This is an optimization exercise on Yosys and OpenROAD, whose aim is small area, a short achievable clock period and few clock cycles per item, not a production implementation.
Where RTL was checked, it was by simulation tests only, not by an equivalence proof against the original.
Power and IR drop assume default switching activity.

==> flow/design.v (excerpt) <==
module blob_detector (
  input  logic               clk,
  input  logic               rst,
  input  logic               in_valid,
  input  logic [TOKEN_W-1:0] in_token,
  output logic               in_credit,
  output logic               out_valid,
  output logic [WORD_W-1:0]  out_data,
  output logic               out_last,
  input  logic               out_credit
);
  logic                tok_valid;
  logic [TOKEN_W-1:0]  tok_data;
  logic                tok_pop;
  logic                tok_done;
  logic                a_valid;
  logic                a_new;
  logic [LABEL_W-1:0]  a_slot;
  logic [COL_W-1:0]    a_start;
  logic [COL_W-1:0]    a_end;
  logic                a_row_end;
  logic                a_frame_end;
  logic                fe_take;
  logic [LABEL_W-1:0]  fe_base;
  logic [LABEL_W:0]    fe_count;
  logic                rep_busy;
  logic                rep_slot_busy;
  logic [LABEL_W-1:0]  next_slot;
  logic                wr_ready;
  logic                wr_valid;
  logic [26:0]         wr_data;
  logic                wr_last;
  run_intake u_intake (
    .clk(clk), .rst(rst), .in_valid(in_valid), .in_token(in_token),
    .in_credit(in_credit), .tok_valid(tok_valid), .tok_data(tok_data), .tok_pop(tok_pop),
    .tok_done(tok_done)
  );
  run_labeler u_labeler (
    .clk(clk), .rst(rst), .tok_valid(tok_valid), .tok_data(tok_data), .tok_pop(tok_pop),
    .tok_done(tok_done), .a_valid(a_valid), .a_new(a_new), .a_slot(a_slot), .a_start(a_start), .a_end(a_end),
    .a_row_end(a_row_end), .a_frame_end(a_frame_end),
    .fe_take(fe_take), .fe_base(fe_base), .fe_count(fe_count),
    .rep_busy(rep_busy), .rep_slot_busy(rep_slot_busy), .next_slot(next_slot)
  );
  object_table u_table (
    .clk(clk), .rst(rst), .a_valid(a_valid), .a_new(a_new), .a_slot(a_slot),
    .a_start(a_start), .a_end(a_end), .a_row_end(a_row_end),
    .a_frame_end(a_frame_end), .fe_take(fe_take), .fe_base(fe_base),
    .fe_count(fe_count), .rep_busy(rep_busy), .next_slot(next_slot),
    .rep_slot_busy(rep_slot_busy),
    .wr_ready(wr_ready), .wr_valid(wr_valid), .wr_data(wr_data), .wr_last(wr_last)
  );
  report_writer u_writer (
    .clk(clk), .rst(rst), .wr_valid(wr_valid), .wr_data(wr_data), .wr_last(wr_last),
  ...
For scale: roughly 2200 flip-flops, ~62 I/O pins.
Settings: LEC_CHECK=0, CAP_MARGIN=20, CORE_MARGIN=2, CORE_UTILIZATION=40, CTS_CLUSTER_DIAMETER=120, CTS_CLUSTER_SIZE=25, SETUP_SLACK_MARGIN=5, SLEW_MARGIN=20; clock period 10.0 ns.
standard.sh (not shown) runs the stock make flow with config.mk's settings and CLKGATE_MAP_FILE= SYNTH_SCRIPT=/design/flow/synth_recipe.tcl, a recipe that flattens the netlist after the stock synthesis.
==> flow/flow/run.sh <==
#!/bin/bash
# Standard layout; repair_timing aims for 7.5 ns of setup slack (a period of 2.5 ns).
bash standard.sh SETUP_SLACK_MARGIN=7.5 finish > standard.log 2>&1
Rerun with:
==> flow/flow/run.sh (replaced) <==
#!/bin/bash
# Standard layout; repair_timing aims for 7 ns of setup slack (a period of 3 ns).
bash standard.sh SETUP_SLACK_MARGIN=7 finish > standard.log 2>&1
Effect: Synthesized cell count is unchanged. Total power decreases by 3.2%. Non-clock buffer count came out lower by 403. Global-route usage came out lower by 2.3 points. Maximum frequency went up by 2.3%. Setup slack is better by 98 ps. Core utilization falls by 4.4 points. Area after synthesis does not change.
No run of this note included a check of the RTL's function; only the layout flow was run.

========
blob_detector, a different RTL version from the one above (not shown whole).
For scale: about 5,100 cells after synthesis, about 2,200 flip-flops.
export LEC_CHECK = 0
export CAP_MARGIN = 20
export CORE_MARGIN = 2
export CORE_UTILIZATION = 40
export CTS_CLUSTER_DIAMETER = 120
export CTS_CLUSTER_SIZE = 25
export SETUP_SLACK_MARGIN = 5
export SLEW_MARGIN = 20
export TNS_END_PERCENT = 10
create_clock -name core_clock -period 10.0 [get_ports {clk}]
==> flow/flow/run.sh <==
#!/bin/bash
# Standard layout; repair_timing aims for 6.8 ns of setup slack (a period of 3.2 ns).
bash standard.sh SETUP_SLACK_MARGIN=6.8 finish > standard.log 2>&1
Testbench counts at the start, summed over its fixed seeds: cycles 12,168, tokens 11,777.
Then changed:
==> flow/flow/run.sh (replaced) <==
#!/bin/bash
# Standard layout; repair_timing aims for 7 ns of setup slack (a period of 3 ns).
bash standard.sh SETUP_SLACK_MARGIN=7 finish > standard.log 2>&1
Settings changed: CORE_UTILIZATION 40 to 55, PLACE_DENSITY from default to 0.7, TNS_END_PERCENT 10 to default.
Wire length shrinks by 0.58%.
Cell count shrinks by 8.5%.
Total power stays flat.
Sequential power barely changes.
Non-clock buffer count grows by 82.
Worst setup slack degrades by 0.048 ns.
Count of clock-buffer cells in the layout shrinks by 10.
Hold slack degrades by 0.0088 ns.
Fmax shrinks by 1.3%.
Clock power shrinks by about 2%.
Then changed:
==> flow/flow/run.sh (replaced) <==
#!/bin/bash
# Standard layout; repair_timing aims for 6.8 ns of setup slack (a period of 3.2 ns).
bash standard.sh SETUP_SLACK_MARGIN=6.8 finish > standard.log 2>&1
Settings changed: CORE_UTILIZATION 55 to 40, PLACE_DENSITY 0.7 to default.
What happened: Via count drops by 1.8%. Core utilization drops by 17 points. Critical path depth climbs by 1. Flip-flop and latch count stays the same. Area after synthesis stays the same. Count of clock-buffer cells in the layout climbs by 12. Synthesized cell count does not change. Power stays flat. Global-route usage drops by 7.5 points.
Then changed:
==> flow/flow/run.sh (replaced) <==
#!/bin/bash
# Standard layout; repair_timing aims for 7 ns of setup slack (a period of 3 ns).
bash standard.sh SETUP_SLACK_MARGIN=7 finish > standard.log 2>&1
Outcome:
- The changed run ran to the end with no violations
- flip-flop and latch count stays the same
- final area went up slightly
- cell count climbs slightly
- setup slack got worse by 0.089 ns
- wire length rose slightly
Then changed:
==> flow/flow/run.sh (replaced) <==
#!/bin/bash
# Standard layout; repair_timing aims for 6.8 ns of setup slack (a period of 3.2 ns).
bash standard.sh SETUP_SLACK_MARGIN=6.8 finish > standard.log 2>&1
Settings changed: CAP_MARGIN 20 to 10, SLEW_MARGIN 20 to 10.
Effect:
- area after synthesis is unchanged
- via count stays flat
- cell count went down by 0.38%
- power is about the same
- wire length hardly moves
- die area does not change
- global-route usage hardly moves
- design area is lower by 0.55%
- sequential share of layout area rose by 0.35 points
- maximum frequency goes up by 2.9%

-- static timing again, ports no longer ideal --
The flow's constraints put no driver on any port. The routed layouts listed below were extracted and timed again, unchanged, in two steps.
Step 1: set_driving_cell puts a clkbuf_16 on clk and a buf_2 on each other input, an assumption about the parent block.
Step 2 moves the port delays by t, midway between the first and last clock arrival at a register: inputs arrive t later, outputs are due t later. That takes back most of the time a late clock gives input paths.
Slacks: ideal ports / drivers / drivers and shift; pairs: ideal ports / drivers.
| run | t (ns) | setup slack, ns | hold slack, ns | latest minus earliest clock arrival (ns) | slew at the worst register clock pin (ns) |
|---|---|---|---|---|---|
| the first run of note 1 | 0.889 | 5.707 / 5.707 / 5.707 | 0.359 / 0.359 / 0.359 | 0.090 / 0.089 | 0.12 / 0.12 |
| the second run of note 1 | 0.861 | 5.805 / 5.805 / 5.805 | 0.367 / 0.367 / 0.367 | 0.108 / 0.107 | 0.11 / 0.11 |
| the first run of note 2 | 0.873 | 6.345 / 6.177 / 5.304 | 0.353 / 0.353 / 0.353 | 0.050 / 0.050 | 0.11 / 0.11 |
| the second run of note 2 | 0.827 | 6.297 / 6.297 / 6.264 | 0.344 / 0.344 / 0.344 | 0.049 / 0.049 | 0.11 / 0.11 |
| the third run of note 2 | 0.849 | 6.569 / 6.561 / 5.915 | 0.346 / 0.346 / 0.346 | 0.057 / 0.057 | 0.11 / 0.11 |
| the fourth run of note 2 | 0.875 | 6.480 / 6.480 / 6.143 | 0.353 / 0.353 / 0.353 | 0.050 / 0.051 | 0.11 / 0.11 |
| the fifth run of note 2 | 0.867 | 6.580 / 6.529 / 5.920 | 0.360 / 0.360 / 0.360 | 0.055 / 0.055 | 0.11 / 0.11 |
After both steps every run listed still meets setup and hold. For the first run of note 2, which loses most, drivers alone change the setup slack by -0.168 ns; drivers and shift together by -1.041 ns.
